What follows belongs to an exercise in optimizing a design on an open flow for small area; a production flow would make more cautious choices. Only simulation tests tie the RTL to the original design; equivalence was not proved. Power is estimated from default activity; no workload was simulated.

==> job 3086 <==
Design axi_rt_budget_ctrl, start of the top module:
module axi_rt_budget_ctrl
#(
    parameter int unsigned NumChannels = 2,
    parameter int unsigned NumRegions  = 4,
    localparam int unsigned RegW = (NumRegions > 1) ? $clog2(NumRegions) : 1,
    localparam int unsigned NCR  = NumChannels * NumRegions
) (
    input  logic                        clk_i,
    input  logic                        rst_ni,
    input  logic [NCR-1:0]              enable_i,
    input  logic [NCR*axi_rt_pkg::BudgetWidth-1:0]  cfg_budget_i,
    input  logic [NCR*axi_rt_pkg::PeriodWidth-1:0]  cfg_period_i,
    input  logic                        cfg_commit_i,
    output logic                        cfg_pending_o,
    input  logic [NumChannels-1:0]      req_valid_i,
    input  logic [NumChannels*RegW-1:0] req_region_i,
    input  logic [NumChannels*axi_rt_pkg::BeatsWidth-1:0] req_beats_i,
    output logic [NumChannels-1:0]      req_ready_o,
    output logic [NCR*axi_rt_pkg::BudgetWidth-1:0]  budget_left_o,
    output logic [NCR*axi_rt_pkg::PeriodWidth-1:0]  period_left_o,
    output logic [NCR*axi_rt_pkg::OvrWidth-1:0]     overrun_o,
    input  logic                        ovr_clear_i,
    output logic                        irq_o
);
    logic [NCR-1:0] rdy, pend, evt;
    logic zero_q, irq_q;
    always_ff @(posedge clk_i or negedge rst_ni) begin
        if (!rst_ni) begin
            zero_q <= 1'b1;
            irq_q  <= 1'b0;
        end else begin
            zero_q <= zero_q && !pend[0];
            irq_q  <= |evt;
        end
    end
    for (genvar c = 0; c < NumChannels; c++) begin : g_ch
        logic [RegW-1:0] region;
        logic            ready_c;
        assign region = req_region_i[c*RegW +: RegW];
        always_comb begin
            ready_c = 1'b0;
            for (int r = 0; r < NumRegions; r++)
                if (region == RegW'(r)) ready_c = rdy[c*NumRegions + r];
        end
        assign req_ready_o[c] = ready_c;
        for (genvar r = 0; r < NumRegions; r++) begin : g_rg
  ...
==> module axi_rt_budget_cnt, before the edit <==
module axi_rt_budget_cnt
(
    input  logic    clk_i,
    input  logic    rst_ni,
    input  logic    enable_i,
    input  axi_rt_pkg::rt_cfg_t shadow_i,
    input  logic    commit_i,
    input  logic    zero_i,
    input  logic    req_i,
    input  axi_rt_pkg::beats_t  beats_i,
    input  logic    ovr_clear_i,
    output logic    ready_o,
    output axi_rt_pkg::budget_t budget_left_o,
    output axi_rt_pkg::period_t period_left_o,
    output axi_rt_pkg::ovr_t    overrun_o,
    output logic    pending_o,
    output logic    ovr_evt_o
);
    axi_rt_pkg::rt_cfg_t cfg_q;
    axi_rt_pkg::budget_t budget_q, budget_d, next_budget, sub_a;
    axi_rt_pkg::period_t period_q, period_d, next_period;
    axi_rt_pkg::ovr_t    ovr_q, ovr_d;
    axi_rt_pkg::beats_t  sub_b;
    logic [axi_rt_pkg::BudgetWidth:0] diff;
    logic    pending_q, pending_d, stall_q, stall_d;
    logic    restricted, ge, accept, stall, wrap, reload, ovr_evt, cfg_zero;
    assign restricted = enable_i && (period_q != '0);
    assign ge         = budget_q >= axi_rt_pkg::budget_t'(beats_i);
    assign ready_o    = !restricted || ge;
    assign accept     = req_i && restricted && ge;
    assign stall      = req_i && restricted && !ge;
    assign wrap       = enable_i && (period_q == axi_rt_pkg::period_t'(1));
    assign reload     = !restricted || wrap;
    assign ovr_evt    = wrap && (stall_q || stall);
    assign cfg_zero    = zero_i && !pending_q;
    assign next_budget = cfg_zero ? '0 : cfg_q.budget;
    assign next_period = cfg_zero ? '0 : cfg_q.period;
    assign sub_a    = reload ? next_budget : budget_q;
    assign sub_b    = accept ? beats_i : '0;
    assign diff     = {1'b0, sub_a} - {{(axi_rt_pkg::BudgetWidth+1-axi_rt_pkg::BeatsWidth){1'b0}}, sub_b};
    assign budget_d = diff[axi_rt_pkg::BudgetWidth] ? '0 : diff[axi_rt_pkg::BudgetWidth-1:0];
    assign period_d  = reload ? next_period : period_q - axi_rt_pkg::period_t'(1);
    assign pending_d = commit_i || (pending_q && !reload);
    assign stall_d   = !reload && (stall_q || stall);
    always_comb begin
        if (ovr_clear_i)                  ovr_d = '0;
        else if (ovr_evt && ovr_q != '1)  ovr_d = ovr_q + axi_rt_pkg::ovr_t'(1);
        else                              ovr_d = ovr_q;
    end
    always_ff @(posedge clk_i) begin
        if (commit_i) cfg_q <= shadow_i;
    end
    always_ff @(posedge clk_i or negedge rst_ni) begin
        if (!rst_ni) begin
            pending_q <= 1'b0;
            budget_q  <= '0;
            period_q  <= '0;
            stall_q   <= 1'b0;
            ovr_q     <= '0;
        end else begin
            pending_q <= pending_d;
            budget_q  <= budget_d;
            period_q  <= period_d;
            stall_q   <= stall_d;
            ovr_q     <= ovr_d;
        end
    end
    assign budget_left_o = budget_q;
    assign period_left_o = period_q;
    assign overrun_o     = ovr_q;
    assign pending_o     = pending_q;
    assign ovr_evt_o     = ovr_evt;
endmodule
make LEC_CHECK=0 CAP_MARGIN=20 CORE_MARGIN=2 CORE_UTILIZATION=40 SLEW_MARGIN=20 finish   # period 10.0 ns
run.sh (not shown) runs the stock make flow with config.mk's settings and CLKGATE_MAP_FILE= SYNTH_SCRIPT=/design/flow/synth_recipe.tcl, a recipe that flattens the netlist after the stock synthesis.
==> job 9940: changes against job 3086 <==
--- a/flow/design.v
+++ b/flow/design.v
@@ -37,12 +37,29 @@
 );
+    localparam int unsigned BW = axi_rt_pkg::BudgetWidth;
+    localparam int unsigned PW = axi_rt_pkg::PeriodWidth;
+    localparam int unsigned NW = axi_rt_pkg::BeatsWidth;
     axi_rt_pkg::rt_cfg_t cfg_q;
-    axi_rt_pkg::budget_t budget_q, budget_d, next_budget, sub_a;
-    axi_rt_pkg::period_t period_q, period_d, next_period;
+    logic [BW-1:0] budget_q, budget_d, sub_a, sub_d;
+    logic [PW-1:0] period_q, period_d, dec;
     axi_rt_pkg::ovr_t    ovr_q, ovr_d;
-    axi_rt_pkg::beats_t  sub_b;
-    logic [axi_rt_pkg::BudgetWidth:0] diff;
+    logic [NW:0]   gb, lb;
+    logic [BW-NW:0] uz;
+    logic [NW-1:0]  sub_lo;
+    logic           b9;
+    logic [PW:0]    pz;
     logic    pending_q, pending_d, stall_q, stall_d;
-    logic    restricted, ge, accept, stall, wrap, reload, ovr_evt, cfg_zero;
-    assign restricted = enable_i && (period_q != '0);
-    assign ge         = budget_q >= axi_rt_pkg::budget_t'(beats_i);
+    logic    nz, one, restricted, ge, accept, stall, wrap, reload, ld, run, ovr_evt;
+    assign pz[0] = 1'b1;
+    for (genvar i = 0; i < PW; i++) begin : g_dec
+        assign pz[i+1] = pz[i] & ~period_q[i];
+        assign dec[i]  = period_q[i] ^ pz[i];
+    end
+    assign nz  = |period_q;
+    assign one = period_q[0] && (period_q[PW-1:1] == '0);
+    assign restricted = enable_i && nz;
+    assign gb[0] = 1'b0;
+    for (genvar i = 0; i < NW; i++) begin : g_ge
+        assign gb[i+1] = (!budget_q[i] && beats_i[i]) || (!budget_q[i] && gb[i]) || (beats_i[i] && gb[i]);
+    end
+    assign ge         = (|budget_q[BW-1:NW]) || !gb[NW];
     assign ready_o    = !restricted || ge;
@@ -50,15 +67,24 @@
     assign stall      = req_i && restricted && !ge;
-    assign wrap       = enable_i && (period_q == axi_rt_pkg::period_t'(1));
-    assign reload     = !restricted || wrap;
+    assign wrap       = enable_i && one;
+    assign run        = restricted && !one;
+    assign reload     = !run;
+    assign ld         = reload && !(zero_i && !pending_q);
     assign ovr_evt    = wrap && (stall_q || stall);
-    assign cfg_zero    = zero_i && !pending_q;
-    assign next_budget = cfg_zero ? '0 : cfg_q.budget;
-    assign next_period = cfg_zero ? '0 : cfg_q.period;
-    assign sub_a    = reload ? next_budget : budget_q;
-    assign sub_b    = accept ? beats_i : '0;
-    assign diff     = {1'b0, sub_a} - {{(axi_rt_pkg::BudgetWidth+1-axi_rt_pkg::BeatsWidth){1'b0}}, sub_b};
-    assign budget_d = diff[axi_rt_pkg::BudgetWidth] ? '0 : diff[axi_rt_pkg::BudgetWidth-1:0];
-    assign period_d  = reload ? next_period : period_q - axi_rt_pkg::period_t'(1);
-    assign pending_d = commit_i || (pending_q && !reload);
-    assign stall_d   = !reload && (stall_q || stall);
+    assign sub_a = ld ? cfg_q.budget : budget_q;
+    assign lb[0] = 1'b0;
+    for (genvar i = 0; i < NW; i++) begin : g_lo
+        assign sub_lo[i] = sub_a[i] ^ beats_i[i] ^ lb[i];
+        assign lb[i+1]   = (!sub_a[i] && beats_i[i]) || (!sub_a[i] && lb[i]) || (beats_i[i] && lb[i]);
+    end
+    assign sub_d[NW-1:0] = accept ? sub_lo[NW-1:0] : sub_a[NW-1:0];
+    assign b9    = accept && lb[NW];
+    assign uz[0] = 1'b1;
+    for (genvar i = 0; i < BW-NW; i++) begin : g_sub
+        assign uz[i+1]     = uz[i] & ~sub_a[NW+i];
+        assign sub_d[NW+i] = sub_a[NW+i] ^ (b9 & uz[i]);
+    end
+    assign budget_d = (b9 && uz[BW-NW]) ? '0 : sub_d;
+    assign period_d  = ({PW{run}} & dec) | ({PW{ld}} & cfg_q.period);
+    assign pending_d = commit_i || (pending_q && run);
+    assign stall_d   = run && (stall_q || stall);
     always_comb begin
==> flow/flow/run.sh (new file) <==
#!/bin/bash
# Own layout flow: the standard ORFS flow with these changes.
#  1. Synthesis is synth_recipe.tcl unchanged except that the final ABC
#     technology mapping uses flow/abc_map.script (area-oriented mapping).
#     Registers, their names and cell types are untouched (dfflibmap runs
#     before ABC).
#  2. Port buffers use the smallest buffer (buf_1) instead of the default.
#  3. Any extra make variables listed one per line in flow/extra.mk
#     (here: no full-adder extraction before ABC, and clock tree settings:
#     smaller clock buffers, no dummy loads).
# Each tool's full output goes to the ORFS logs under orfs/logs and the
# make output to make_*.log in this folder.
set -euo pipefail
W=$(pwd)
{
  echo "set ::own_abc_script $W/flow/abc_map.script"
  cat <<'TCL'
proc abc {args} {
  set i [lsearch -exact $args -script]
  if { $i >= 0 } { lset args [expr { $i + 1 }] $::own_abc_script }
  yosys abc {*}$args
}
TCL
  cat "$W/synth_recipe.tcl"
} > "$W/own_synth.tcl"

EXTRA=(SYNTH_SCRIPT="$W/own_synth.tcl" "BUFFER_PORTS_ARGS=-buffer_cell sky130_fd_sc_hd__buf_1")
if [[ -f "$W/flow/extra.mk" ]]; then
  while IFS= read -r line; do [[ -n "$line" ]] && EXTRA+=("$line"); done < "$W/flow/extra.mk"
fi
bash "$W/standard.sh" "${EXTRA[@]}" finish > "$W/make_finish.log" 2>&1
==> flow/flow/abc_map.script (new file) <==
&get -n
&st
&dch
&nf -R 1000
&put
strash
&get -n
&st
&dch -f
&nf -R 1000
&put
==> flow/flow/extra.mk (new file) <==
ADDER_MAP_FILE=
CTS_ARGS=-sink_clustering_enable -repair_clock_nets -dont_use_dummy_load -buf_list sky130_fd_sc_hd__clkbuf_8 -sink_clustering_size 12 -sink_clustering_max_diameter 50
==> flow/standard.sh (new file) <==
#!/bin/bash
# synth_recipe.tcl (not shown) runs the flow's synth.tcl, then flattens the netlist and writes it again
# the make line also repeats each setting of config.mk as NAME=value (left out here)
make -C /OpenROAD-flow-scripts/flow DESIGN_CONFIG=/design/flow/config.mk WORK_HOME=/design/flow/orfs CLKGATE_MAP_FILE= SYNTH_SCRIPT=/design/flow/synth_recipe.tcl "${@:-finish}"
- CORE_AREA: unset -> 2.3 2.72 197.7 577.3
- CORE_MARGIN: 2 -> unset
- CORE_UTILIZATION: 40 -> unset
- DIE_AREA: unset -> 0 0 200 580
removed: flow/run.sh
==> job 5604: changes against job 3086 <==
--- a/flow/design.v
+++ b/flow/design.v
@@ -37,12 +37,24 @@
 );
+    localparam int unsigned BW = axi_rt_pkg::BudgetWidth;
+    localparam int unsigned PW = axi_rt_pkg::PeriodWidth;
+    localparam int unsigned NW = axi_rt_pkg::BeatsWidth;
     axi_rt_pkg::rt_cfg_t cfg_q;
-    axi_rt_pkg::budget_t budget_q, budget_d, next_budget, sub_a;
-    axi_rt_pkg::period_t period_q, period_d, next_period;
+    logic [BW-1:0] budget_q, budget_d, sub_a, sub_d;
+    logic [PW-1:0] period_q, period_d, dec;
     axi_rt_pkg::ovr_t    ovr_q, ovr_d;
-    axi_rt_pkg::beats_t  sub_b;
-    logic [axi_rt_pkg::BudgetWidth:0] diff;
+    logic [NW-1:0] sub_b;
+    logic [NW:0]   sub_lo;
+    logic [BW-NW:0] bw;
+    logic [PW:0]    pz;
     logic    pending_q, pending_d, stall_q, stall_d;
-    logic    restricted, ge, accept, stall, wrap, reload, ovr_evt, cfg_zero;
-    assign restricted = enable_i && (period_q != '0);
-    assign ge         = budget_q >= axi_rt_pkg::budget_t'(beats_i);
+    logic    nz, one, restricted, ge, accept, stall, wrap, reload, ld, run, ovr_evt;
+    assign pz[0] = 1'b1;
+    for (genvar i = 0; i < PW; i++) begin : g_dec
+        assign pz[i+1] = pz[i] & ~period_q[i];
+        assign dec[i]  = period_q[i] ^ pz[i];
+    end
+    assign nz  = !pz[PW];
+    assign one = period_q[0] && (period_q[PW-1:1] == '0);
+    assign restricted = enable_i && nz;
+    assign ge         = (|budget_q[BW-1:NW]) || (budget_q[NW-1:0] >= beats_i);
     assign ready_o    = !restricted || ge;
@@ -50,15 +62,20 @@
     assign stall      = req_i && restricted && !ge;
-    assign wrap       = enable_i && (period_q == axi_rt_pkg::period_t'(1));
-    assign reload     = !restricted || wrap;
+    assign wrap       = enable_i && one;
+    assign run        = restricted && !one;
+    assign reload     = !run;
+    assign ld         = reload && !(zero_i && !pending_q);
     assign ovr_evt    = wrap && (stall_q || stall);
-    assign cfg_zero    = zero_i && !pending_q;
-    assign next_budget = cfg_zero ? '0 : cfg_q.budget;
-    assign next_period = cfg_zero ? '0 : cfg_q.period;
-    assign sub_a    = reload ? next_budget : budget_q;
-    assign sub_b    = accept ? beats_i : '0;
-    assign diff     = {1'b0, sub_a} - {{(axi_rt_pkg::BudgetWidth+1-axi_rt_pkg::BeatsWidth){1'b0}}, sub_b};
-    assign budget_d = diff[axi_rt_pkg::BudgetWidth] ? '0 : diff[axi_rt_pkg::BudgetWidth-1:0];
-    assign period_d  = reload ? next_period : period_q - axi_rt_pkg::period_t'(1);
-    assign pending_d = commit_i || (pending_q && !reload);
-    assign stall_d   = !reload && (stall_q || stall);
+    assign sub_a  = ld ? cfg_q.budget : budget_q;
+    assign sub_b  = accept ? beats_i : '0;
+    assign sub_lo = {1'b0, sub_a[NW-1:0]} - {1'b0, sub_b};
+    assign bw[0]  = sub_lo[NW];
+    for (genvar i = 0; i < BW-NW; i++) begin : g_sub
+        assign bw[i+1]     = bw[i] & ~sub_a[NW+i];
+        assign sub_d[NW+i] = sub_a[NW+i] ^ bw[i];
+    end
+    assign sub_d[NW-1:0] = sub_lo[NW-1:0];
+    assign budget_d = bw[BW-NW] ? '0 : sub_d;
+    assign period_d  = ({PW{run}} & dec) | ({PW{ld}} & cfg_q.period);
+    assign pending_d = commit_i || (pending_q && run);
+    assign stall_d   = run && (stall_q || stall);
     always_comb begin
- CORE_AREA: unset -> 2.3 2.72 197.7 577.3
- CORE_MARGIN: 2 -> unset
- CORE_UTILIZATION: 40 -> unset
- DIE_AREA: unset -> 0 0 200 580
==> notes <==
- Job 5604 completed and failed the layout checks on negative setup slack. Job 9940 finished clean. Job 3086 completed with no timing, DRC or antenna violations.
- Wire length, highest first: job 3086, job 5604, job 9940.
- The lowest via count belongs to job 9940, the highest to job 3086.
- Global-route usage: job 5604 > job 9940 > job 3086.
- In sequential cell count, job 5604 and job 3086 do not differ.
- Design area: job 9940 < job 3086 < job 5604.
- The highest count of clock-buffer cells in the layout belongs to job 3086, the lowest to job 9940.
- Power: job 3086 > job 5604 > job 9940.
==> figures <==
Reg2Reg Launch Point: job 9940 g_ch[1].g_rg[1].u_cnt.period_q[11]; job 3086 g_ch[0].g_rg[1].u_cnt.period_q[16]; job 5604 g_ch[0].g_rg[0].u_cnt.period_q[1]
Met3 track demand over resource: job 9940 13.2%; job 3086 7.53%; job 5604 13.1%
Reg-to-Reg End: job 9940 g_ch[1].g_rg[1].u_cnt.budget_q[8]; job 3086 g_ch[0].g_rg[1].u_cnt.budget_q[4]; job 5604 g_ch[0].g_rg[0].u_cnt.budget_q[3]
Final worst path period need: job 9940 9.00 ns; job 3086 7.53 ns; job 5604 11.06 ns
Clk power: job 9940 0.00246 W; job 3086 0.00462 W; job 5604 0.00390 W
Mux cell area share after synthesis: job 9940 5.48%; job 3086 1.47%; job 5604 4.38%
Area used by multi-input combinational logic: job 9940 17500 um^2; job 3086 24700 um^2; job 5604 26700 um^2
Clock transition at the registers of the reported paths: job 9940 0.09 ns; job 3086 0.06 ns; job 5604 0.07 ns
Fraction of layout cells with a size suffix above 1: job 9940 3.45%; job 3086 4.87%; job 5604 24.4%
Clk root buf: job 9940 clkbuf_8; job 3086 clkbuf_16; job 5604 clkbuf_16
Synthesized netlist net count: job 9940 4505; job 3086 6221; job 5604 5409
Status: job 9940 timing/DRC/antenna clean; job 3086 timing/DRC/antenna clean; job 5604 failed layout checks
Layout check failures: job 9940 -; job 3086 -; job 5604 negative setup slack
Critical-path maximum fanout: job 9940 14; job 3086 5; job 5604 8
Number of buffer and inverter instances along the worst setup path: job 9940 5; job 3086 3; job 5604 2
Power after layout: job 9940 0.00978 W; job 3086 0.0141 W; job 5604 0.0139 W
Detailed route wirelength on metal2: job 9940 83800 um; job 3086 101000 um; job 5604 95600 um

==> what the ideal ports hide <==
The flow's constraints put no driver on any port. The routed layouts listed below were extracted and timed again, unchanged, in two steps.
Step 1, drivers: a clkbuf_16 drives clk_i and a buf_2 each remaining input, both assumed.
Step 2 adds t to the input delays and takes it off the output delays; t is the mean of the earliest and latest rising clock arrival at the registers after step 1. Input paths then give back, and output paths get back, about the clock's delay inside the block.
Slacks: ideal / step 1 / step 2; pairs: ideal / step 1.
| run | t, ns | setup WS [ns] | worst setup path at the end | slew at the worst register clock pin (ns) |
|---|---|---|---|---|
| job 3086 | 0.824 | 2.474 / 2.390 / 1.931 | input to register | 0.07 / 0.07 |
| job 9940 | 0.872 | 0.997 / 0.907 / 0.907 | input to output | 0.10 / 0.10 |
| job 5604 | 0.772 | -1.060 / -1.060 / -1.060 | register to register | 0.08 / 0.08 |
For job 3086, which loses most, drivers alone change the setup slack by -0.084 ns; drivers and shift together by -0.543 ns.
